This design comes from an exercise in tuning for small area, a short achievable clock period and few clock cycles per item on the open sky130 flow, not from production work.
Where RTL was checked, it was by simulation tests only, not by an equivalence proof against the original.

Design q16_fixed_point_alu_top, start of the top module:
module q16_fixed_point_alu_top
(
	input  logic        clk,
	input  logic        arst_n,
	input  logic        s_tvalid,
	output logic        s_tready,
	input  logic [71:0] s_tdata,
	output logic        m_tvalid,
	input  logic        m_tready,
	output logic [39:0] m_tdata
);
For scale: roughly 3800 cells after synthesis, ~410 flip-flops, roughly 120 I/O pins, roughly 0.035 mm2 of cells after synthesis.
==> flow/config.mk <==
export PLATFORM = sky130hd
export DESIGN_NAME = q16_fixed_point_alu_top
export DESIGN_NICKNAME = q16_fixed_point_alu_top
export VERILOG_FILES = /design/flow/design.v
export SDC_FILE = /design/flow/constraint.sdc
export NUM_CORES = 4
export LEC_CHECK = 0
export CAP_MARGIN = 20
export CORE_MARGIN = 2
export CORE_UTILIZATION = 50
export SLEW_MARGIN = 20
export TNS_END_PERCENT = 5
==> flow/constraint.sdc <==
create_clock -name core_clock -period 12.0 [get_ports {clk}]
set_input_delay 2.4000 -clock core_clock [delete_from_list [all_inputs] [get_ports {clk}]]
set_output_delay 2.4000 -clock core_clock [all_outputs]
set_load 0.01 [all_outputs]
standard.sh (not shown) runs the stock make flow with config.mk's settings and CLKGATE_MAP_FILE= SYNTH_SCRIPT=/design/flow/synth_recipe.tcl, a recipe that flattens the netlist after the stock synthesis.
==> flow/flow/run.sh <==
#!/bin/bash
# The standard layout (standard.sh: ORFS synthesis through finish, unchanged scripts,
# the design's SDC and clock period), with the resizer's setup repair asked to leave
# more slack than the default so that it works on every path that sets the period.
set -euo pipefail
bash standard.sh SETUP_SLACK_MARGIN=9 finish > standard_flow.log 2>&1
The starting point passed the timing, design-rule and antenna checks.
Testbench counts at the start, summed over its fixed seeds: cycles 72,406, items 16,000.
==> next run, changes <==
--- a/flow/flow/run.sh
+++ b/flow/flow/run.sh
@@ -4,3 +4,3 @@
 # more slack than the default so that it works on every path that sets the period.
 set -euo pipefail
-bash standard.sh SETUP_SLACK_MARGIN=9 finish > standard_flow.log 2>&1
+bash standard.sh SETUP_SLACK_MARGIN=8 finish > standard_flow.log 2>&1
Settings changed: PLACE_DENSITY from default to 0.75, TNS_END_PERCENT 5 to 10.
Effect:
- final area came out lower by 6.4%
- final cell count drops by 3.3%
- die area stays the same
- global-route usage goes down by 4.6 points
- register-to-register slack gets worse by 140 ps

---

P:
Another version of the RTL of q16_fixed_point_alu_top (not shown whole).
Size in the first run: roughly 410 flip-flops, about 120 I/O pins, roughly 0.037 mm^2 of cells after synthesis.
Settings: LEC_CHECK=0, CAP_MARGIN=20, CORE_MARGIN=2, CORE_UTILIZATION=50, SLEW_MARGIN=20, TNS_END_PERCENT=10; clock period 12.0 ns.
==> flow/flow/run.sh <==
#!/bin/bash
# The standard layout (standard.sh: ORFS synthesis through finish, unchanged scripts,
# the design's SDC and clock period), with the resizer's setup repair asked to leave
# more slack than the default so that it works on every path that sets the period.
set -euo pipefail
bash standard.sh SETUP_SLACK_MARGIN=7.5 finish > standard_flow.log 2>&1
### P -> Q
diff --git a/flow/flow/run.sh b/flow/flow/run.sh
--- a/flow/flow/run.sh
+++ b/flow/flow/run.sh
@@ -6 +6 @@
-bash standard.sh SETUP_SLACK_MARGIN=7.5 finish > standard_flow.log 2>&1
+bash standard.sh SETUP_SLACK_MARGIN=8 finish > standard_flow.log 2>&1
### Flow results
The standard cells in Q occupy more silicon area than those in P do. Relative to P, multi-input logic area increased by about 1.1% in Q. Looking at sequential share of layout area, Q sits 0.93 points below P. Via count: Q vs P up 602.
No run of this note included a check of the RTL's function; only the layout flow was run.

---

q16_fixed_point_alu_top, a different RTL version from the one above (not shown whole).
Size: roughly 4200 cells after synthesis, ~420 flip-flops, roughly 120 I/O pins, roughly 38000 sq um of cells after synthesis.
Design q16_fixed_point_alu_top, start of the top module:
module q16_fixed_point_alu_top
(
	input  logic        clk,
	input  logic        arst_n,
	input  logic        s_tvalid,
	output logic        s_tready,
	input  logic [71:0] s_tdata,
	output logic        m_tvalid,
	input  logic        m_tready,
	output logic [39:0] m_tdata
);
export LEC_CHECK = 0
export CAP_MARGIN = 20
export CORE_MARGIN = 2
export CORE_UTILIZATION = 50
export SLEW_MARGIN = 20
create_clock -name core_clock -period 12.0 [get_ports {clk}]
==> flow/flow/run.sh <==
#!/bin/bash
# The standard layout (standard.sh: ORFS synthesis through finish, unchanged scripts,
# the design's SDC and clock period), with the resizer's setup repair asked to leave
# more slack than the default so that it works on every path that sets the period.
set -euo pipefail
bash standard.sh SETUP_SLACK_MARGIN=8 finish > standard_flow.log 2>&1
Testbench counts at the start, summed over its fixed seeds: cycles 62,734, items 16,000.
Next try:
ABC_AREA = 1   (was not set)
Setup slack gets worse by 0.044 ns. Core utilization came out higher by 0.31 points. First-iteration DRC count came out higher by 9.0%.
Next try:
ABC_AREA = not set   (was 1)
TNS_END_PERCENT = 10   (was not set)
Outcome: Count of clock-buffer cells in the layout went down by 6; synthesized cell count went down by about a fifth; utilization went down by 4.0 points; routed wire length went down by a few percent.

---

RTL: one of the versions met above, not the one the previous note started from.
Size: roughly 120 I/O pins, ~0.035 mm2 of cells after synthesis.
export LEC_CHECK = 0
export CAP_MARGIN = 20
export CORE_MARGIN = 2
export CORE_UTILIZATION = 55
export SLEW_MARGIN = 20
export TNS_END_PERCENT = 10
create_clock -name core_clock -period 12.0 [get_ports {clk}]
Scripts as last shown in full above: flow/flow/run.sh
The starting point finished with timing, DRC and antenna clean.
Testbench counts at the start, summed over its fixed seeds: cycles 72,406, items 16,000.
==> next run, changes <==
--- a/flow/flow/run.sh
+++ b/flow/flow/run.sh
@@ -4,3 +4,3 @@
 # more slack than the default so that it works on every path that sets the period.
 set -euo pipefail
-bash standard.sh SETUP_SLACK_MARGIN=8 finish > standard_flow.log 2>&1
+bash standard.sh SETUP_SLACK_MARGIN=7 finish > standard_flow.log 2>&1
Settings changed: CORE_UTILIZATION 55 to 50.
Outcome: Utilization decreases by 8.0 points; global-route usage is lower by 3.7 points.
==> next run, changes <==
--- a/flow/flow/run.sh
+++ b/flow/flow/run.sh
@@ -4,3 +4,3 @@
 # more slack than the default so that it works on every path that sets the period.
 set -euo pipefail
-bash standard.sh SETUP_SLACK_MARGIN=7 finish > standard_flow.log 2>&1
+bash standard.sh SETUP_SLACK_MARGIN=8 finish > standard_flow.log 2>&1
=> The new run passed the timing, design-rule and antenna checks; register-to-register slack gains 430 ps; routed wire length came out higher by 3.4%.
==> next run, changes <==
--- a/flow/flow/run.sh
+++ b/flow/flow/run.sh
@@ -4,3 +4,3 @@
 # more slack than the default so that it works on every path that sets the period.
 set -euo pipefail
-bash standard.sh SETUP_SLACK_MARGIN=8 finish > standard_flow.log 2>&1
+bash standard.sh SETUP_SLACK_MARGIN=7.5 finish > standard_flow.log 2>&1
After rerunning: The new run completed without violations. Setup slack is worse by 71 ps. Design area goes down by 2.8%. Non-clock buffer count goes down by 53. Maximum frequency goes down by 1.6%. Via count goes down by about 1.1%. Synthesized area does not change. Register-to-register slack is worse by 70 ps. Utilization goes down by 1.7 points.

re-timing with driven ports:
The results above use ideal ports. As a check the final layouts listed here were re-extracted and re-timed, cells and wires unchanged.
Step 1 assumes that a clkbuf_16 drives the clock port and a buf_2 every other input.
Step 2 adds t to the input delays and takes it off the output delays; t is the mean of the earliest and latest rising clock arrival at the registers after step 1. Input paths then give back, and output paths get back, about the clock's delay inside the block.
Slacks: ideal ports / drivers / drivers and shift; pairs: ideal ports / drivers.
run	shift t [ns]	setup slack, ns	worst setup path after step 2	worst data-port slew with drivers (ns)
the first run of note 1	0.671	7.547 / 7.547 / 7.547	register to register	0.06
the second run of note 1	0.659	7.409 / 7.409 / 7.409	register to register	0.05
P	0.666	7.320 / 7.320 / 7.320	register to register	0.07
Q	0.667	7.324 / 7.324 / 7.324	register to register	0.07
the first run of note 3	0.680	6.309 / 6.309 / 6.309	register to register	0.04
the second run of note 3	0.670	6.265 / 6.265 / 6.265	register to register	0.04
the third run of note 3	0.664	6.348 / 6.348 / 6.348	register to register	0.04
the first run of note 4	0.654	7.528 / 7.528 / 7.528	register to register	0.06
the second run of note 4	0.661	7.084 / 7.084 / 7.084	register to register	0.04
the third run of note 4	0.665	7.510 / 7.510 / 7.510	register to register	0.08
the fourth run of note 4	0.660	7.439 / 7.439 / 7.439	register to register	0.08
After both steps every run listed still meets setup and hold.
